Source: an optimization exercise on an open RTL-to-GDS flow (aim: small area, a short achievable clock period and few clock cycles per item). Production flows keep margins and buffers that such runs may drop.
No run shown here included a check of the RTL's function; only the layout flow was run.

## flow/design.v (module list and top-level ports; edited modules follow where they fit)
// module mont_redc_ws: 1846 lines
module mont_redc_ws #(
    parameter int P_WIDTH  = 64,
    parameter int W_WIDTH  = 32,
    parameter int PD_WIDTH = 2 * P_WIDTH,
    parameter int NUM_W    = P_WIDTH / W_WIDTH
) (
    input  logic                clk,
    input  logic                rst_n,
    input  logic                in_valid,
    output logic                in_ready,
    input  logic [PD_WIDTH-1:0] Mul_in,
    input  logic [P_WIDTH-1:0]  N_in,
    input  logic [W_WIDTH-1:0]  Nprime_in,
    output logic                out_valid,
    input  logic                out_ready,
    output logic [P_WIDTH-1:0]  res_out,
    output logic [P_WIDTH:0]    res_raw_out
);
  // ...
==> flow/flow/run.sh <==
#!/bin/bash
# The standard layout (standard.sh: ORFS synth .. finish), except that the port
# buffers use the smallest plain buffer cell (every port still gets its own buffer).
export BUFFER_PORTS_ARGS="-buffer_cell sky130_fd_sc_hd__buf_1"
bash standard.sh > standard.log 2>&1
==> flow/standard.sh <==
#!/bin/bash
# synth_recipe.tcl (not shown) runs the flow's synth.tcl, then flattens the netlist and writes it again
# the make line also repeats each setting of config.mk as NAME=value (left out here)
make -C /OpenROAD-flow-scripts/flow DESIGN_CONFIG=/design/flow/config.mk WORK_HOME=/design/flow/orfs CLKGATE_MAP_FILE= SYNTH_SCRIPT=/design/flow/synth_recipe.tcl "${@:-finish}"
==> flow/config.mk <==
export PLATFORM = sky130hd
export DESIGN_NAME = mont_redc_ws
export DESIGN_NICKNAME = mont_redc_ws
export VERILOG_FILES = /design/flow/design.v
export SDC_FILE = /design/flow/constraint.sdc
export NUM_CORES = 4
export LEC_CHECK = 0
export CAP_MARGIN = 20
export CORE_MARGIN = 2
export CORE_UTILIZATION = 40
export CTS_BUF_LIST = sky130_fd_sc_hd__clkbuf_8
export SLEW_MARGIN = 60
==> flow/constraint.sdc <==
create_clock -name core_clock -period 16.0 [get_ports {clk}]
set_input_delay 3.2000 -clock core_clock [delete_from_list [all_inputs] [get_ports {clk}]]
set_output_delay 3.2000 -clock core_clock [all_outputs]
set_load 0.01 [all_outputs]
==> summary.txt, run 1 <==
outcome timing/DRC/antenna clean; Avg Cell Area, Syn 10.3 um^2; hold_buf cts 0; # setup viols final 0; crit path from la_on$_SDFFE_PP0P_; Biggest Area Class multi-input gates; max incr delay on CP 0.56 ns; Biggest register w; chip height 276 um; Antenna Nets Post-Route 0; Final Non-Filler Cells 4074; register share of the cell area 0.220; proportion of synthesized area in mux cells 0.0810; routability cong. 0.938; all-layer global routing usage 0.265; Initial Util 0.404; Max-Cap Viols 0; Max Slew Vio Count 0; Area Overhead vs Synth 11.6%; Synth Area in XOR/XNOR 0.133; fraction of area in multi-input gates 0.631; number of cell rows 99; clk root buf clkbuf_8; final wirelength roughly 100000 um; critical path class reg -> reg; core region area roughly 73000 um^2; worst hold path type reg -> reg; clock-pin slew on the worst setup and hold paths 0.06 ns
==> run 2: changes to the inputs <==
==> flow/flow/run.sh (replaced) <==
#!/bin/bash
# The standard layout (standard.sh: ORFS synth .. finish) with two changes:
#  - port buffers use the smallest plain buffer cell (every port still gets its own buffer)
#  - the setup repair over-fixes: repair_timing aims at 10.3 ns of setup slack instead of 0
export BUFFER_PORTS_ARGS="-buffer_cell sky130_fd_sc_hd__buf_1"
export SETUP_SLACK_MARGIN=10.3
bash standard.sh > standard.log 2>&1
==> run 2 against run 1 <==
Synthesized cell count unchanged. Wire length increased by 0.98%. Worst hold slack got worse by 0.0036 ns. Die area unchanged. Sequential share of layout area decreased by 0.21 points. Final cell count increased by 0.49%. Critical path depth decreased by 7. Register-to-register slack improved by 0.60 ns. Global-route usage increased by 0.17 points. Largest cell class unchanged.
==> summary.txt, run 2 <==
core region area 73000 um^2 (unchanged); Max-slew headroom 0.597; CTS tree yes; dominant cells by area after synthesis fa_1, edfxtp_1, xnor2_1; number of flip-flops in the largest register 66; global-route congestion overflow total 0; met1 usage 0.369; Remaining DRCs 0; Slew @ Worst Pin 0.601 ns; syn nets 3530; most common cell in the netlist xnor2_1; clock-pin slew on the worst setup and hold paths 0.06 ns (about the same); worst hold path type reg -> reg; routability cong. 0.924 (-1.4%); commonest cells in the netlist xnor2_1, fa_1, inv_1; DR iter-0 viols between 1500 and 2000; r2r setup slk 10.44 ns; HP Start in_ready$_SDFF_PN0_; Initial Util 0.404 (unchanged); worst path required time roughly 16 ns; Fin Setup TNS 0 ns; CP delay by family, top adder cells; Final HPWL DP 78400 um; critical path class reg -> reg; met2 Usage GRT 0.427; initial antenna violation count 2; clock latency (worst-skew pair) slightly below 0.7 ns; hold path depth 1; critical path, cell by cell buf_6 -> a22oi_1 -> xnor2_1 -> fa_1 -> fa_1 -> fa_1 -> ha_1 -> and3_1 -> and2_1 -> nand2_1 -> a211oi_4 -> o2111ai_2 -> nand2_2 -> a31oi_4 -> o21bai_1 -> xor2_1 -> mux2i_1; io pins 359; Yosys cell types 73; CP endpoint kind flop; Primary FF master, synth dfxtp_1; largest net degree at the start of global routing 53; WHS Endpoint pv$_SDFF_PN0_; first-pass GRT wire length 151000 um; Top Registers w: 66 flops, r: 65 flops, n_q: 64 flops; Placed Area 31600 um^2; DR WL/cell around 25 um; Area Overhead vs Synth 13.4%; max incr delay on CP 0.52 ns (-0.04 ns); clk buf depth 3; all-layer global routing usage 0.267 (+0.00173); number of cell rows 99 (unchanged); Startpoint Class flop; busiest grt layer met2; outcome timing/DRC/antenna clean; worst reg2reg endpoint sel_r$_DFFE_PP_; Avg Cell Area, Syn 10.3 um^2 (unchanged); worst flop-to-flop path startpoint one[3]$_DFF_P_; maximum fanout along the worst path 10; Layout Skew 0.0482 ns; hold_buf cts 0 (unchanged); Ys Warns 3; Num CTS Buffers between 50 and 60; share of cells above drive strength 1 0.159; Die X 276 um; TritonRoute pass-1 iters 7; Antenna Nets Post-Route 0 (unchanged); Net count, final roughly 3800; chip height 276 um (unchanged); Async S/R FF share, synth 0; unrepaired setup endpoints after global routing yes; Max-Cap Viols 0 (unchanged); I/O Buffers ~330; vias in the first global route around 23000; Top cell by count, worst path fa_1; cell area after synthesis 29500 um^2; Worst R2R Path Depth 17; Fin. Hold Viols 0; clk root buf clkbuf_8; met3 usage 0.0418; final wirelength 102000 um (+0.98%); cells after synthesis between 2000 and 3000; most frequent cells in the layout xnor2_1, buf_1, fa_1; Via Count 23500; Vias per Instance between 5 and 6; Tcrit/Tclk final 0.348; CP Buf/Inv Count 1; H-Tree Depth 2; post-synthesis register bit count ~290; Tmin final between 5 and 6 ns; commonest non-fill, non-tap cell in the layout xnor2_1; Seq/Total Area, Yosys 0.243; top-area cell type share of the netlist area 0.214; FMAX 180 MHz; Max Slew Vio Count 0 (unchanged); post-synth top area cell fa_1; CTS sink count about 290; # setup viols final 0 (unchanged); die area 76000 um^2; Post-synth EDFFs 141; post-route cell area 33500 um^2; crit path DAT 5.95 ns; Biggest register w; slowest stage cell, crit path fa_1
==> run 2: cell counts after synthesis <==
Identical to the previous run, type by type.
==> run 2: how the worst max path moves through the flow <==
stage	from	endpoint	slack [ns]	cells after the start
after global placement	one[3]$_DFF_P_	w[60]$_DFFE_PP_	9.53	15
after detailed placement	neg[0]$_DFF_P_	w[32]$_DFFE_PP_	9.91	20
after floorplan	out_ready	r[0]$_DFFE_PP_	10.29	2
after CTS	one_a[0]$_DFF_P_	r[56]$_DFFE_PP_	10.31	17
final	one[3]$_DFF_P_	sel_r$_DFFE_PP_	10.44	17
after global routing	la_on$_SDFFE_PP0P_	two_a[3]$_DFF_P_	10.24	23
==> run 2: routing by layer <==
metal  up-vias  routed length, um
met5         -                 11
met4         2               3500
met3       178               7710
met2      1010              47500
met1     11800              43200
li1      10500                  -
==> run 2: cell type report <==
class | count | area, um^2
Antenna cell | 1 | 2.50
Clock buffer | 64 | 881
Clock inverter | 39 | 322
Fill cell | 6932 | 39500
Inverter | 216 | 815
Multi-Input combinational cell | 2131 | 21100
Sequential cell | 288 | 7280
Tap cell | 959 | 1200
Timing Repair Buffer | 396 | 1840
==> run 2: repair_timing <==
| action | 4_1_cts | 5_1_grt |
|---|---|---|
| resized for setup | 37 | 87 |
| setup buffers | 6 | 17 |
| pin swaps | 3 | 16 |
| setup endpoints to repair | 67 | 69 |
==> run 2: cells by family after synthesis <==
logic type               synth area share
multiplexers                       0.0810
flip-flops                          0.243
AND/OR/NAND/NOR                    0.0511
XOR/XNOR                            0.133
AO/OA/AOI/OAI                       0.165
buffers and inverters              0.0562
adder cells (fa/ha/maj)             0.270
==> run 2: through the flow <==
stage	cells	util	setup slack (ns)	hold WS [ns]
after floorplan	2853	-	10.29	0.443
after global placement	3962	0.431	9.53	0.396
after detailed placement	3967	0.433	9.91	0.403
after CTS	4076	0.452	10.31	0.413
after global routing	4094	0.459	10.24	0.428
final	4094	0.459	10.44	0.409

## port drivers added, routing unchanged
No port has a modelled driver above. Below, the same layouts with a new extraction and two added sets of constraints.
Step 1 assumes that a clkbuf_16 drives the clock port and a buf_2 every other input.
Step 2 moves the port delays by t, midway between the first and last clock arrival at a register: inputs arrive t later, outputs are due t later. That takes back most of the time a late clock gives input paths.
Slacks: no drivers / after step 1 / after step 2; pairs: no drivers / after step 1.
run	t, ns	setup WS [ns]	worst hold slack (ns)	worst setup path at the end	worst slew at a driven data input, ns
run 1	0.736	9.835 / 9.835 / 9.835	0.413 / 0.413 / 0.413	register to register	0.06
run 2	0.733	10.439 / 10.439 / 10.439	0.409 / 0.409 / 0.409	register to register	0.07
After both steps every run listed still meets setup and hold.
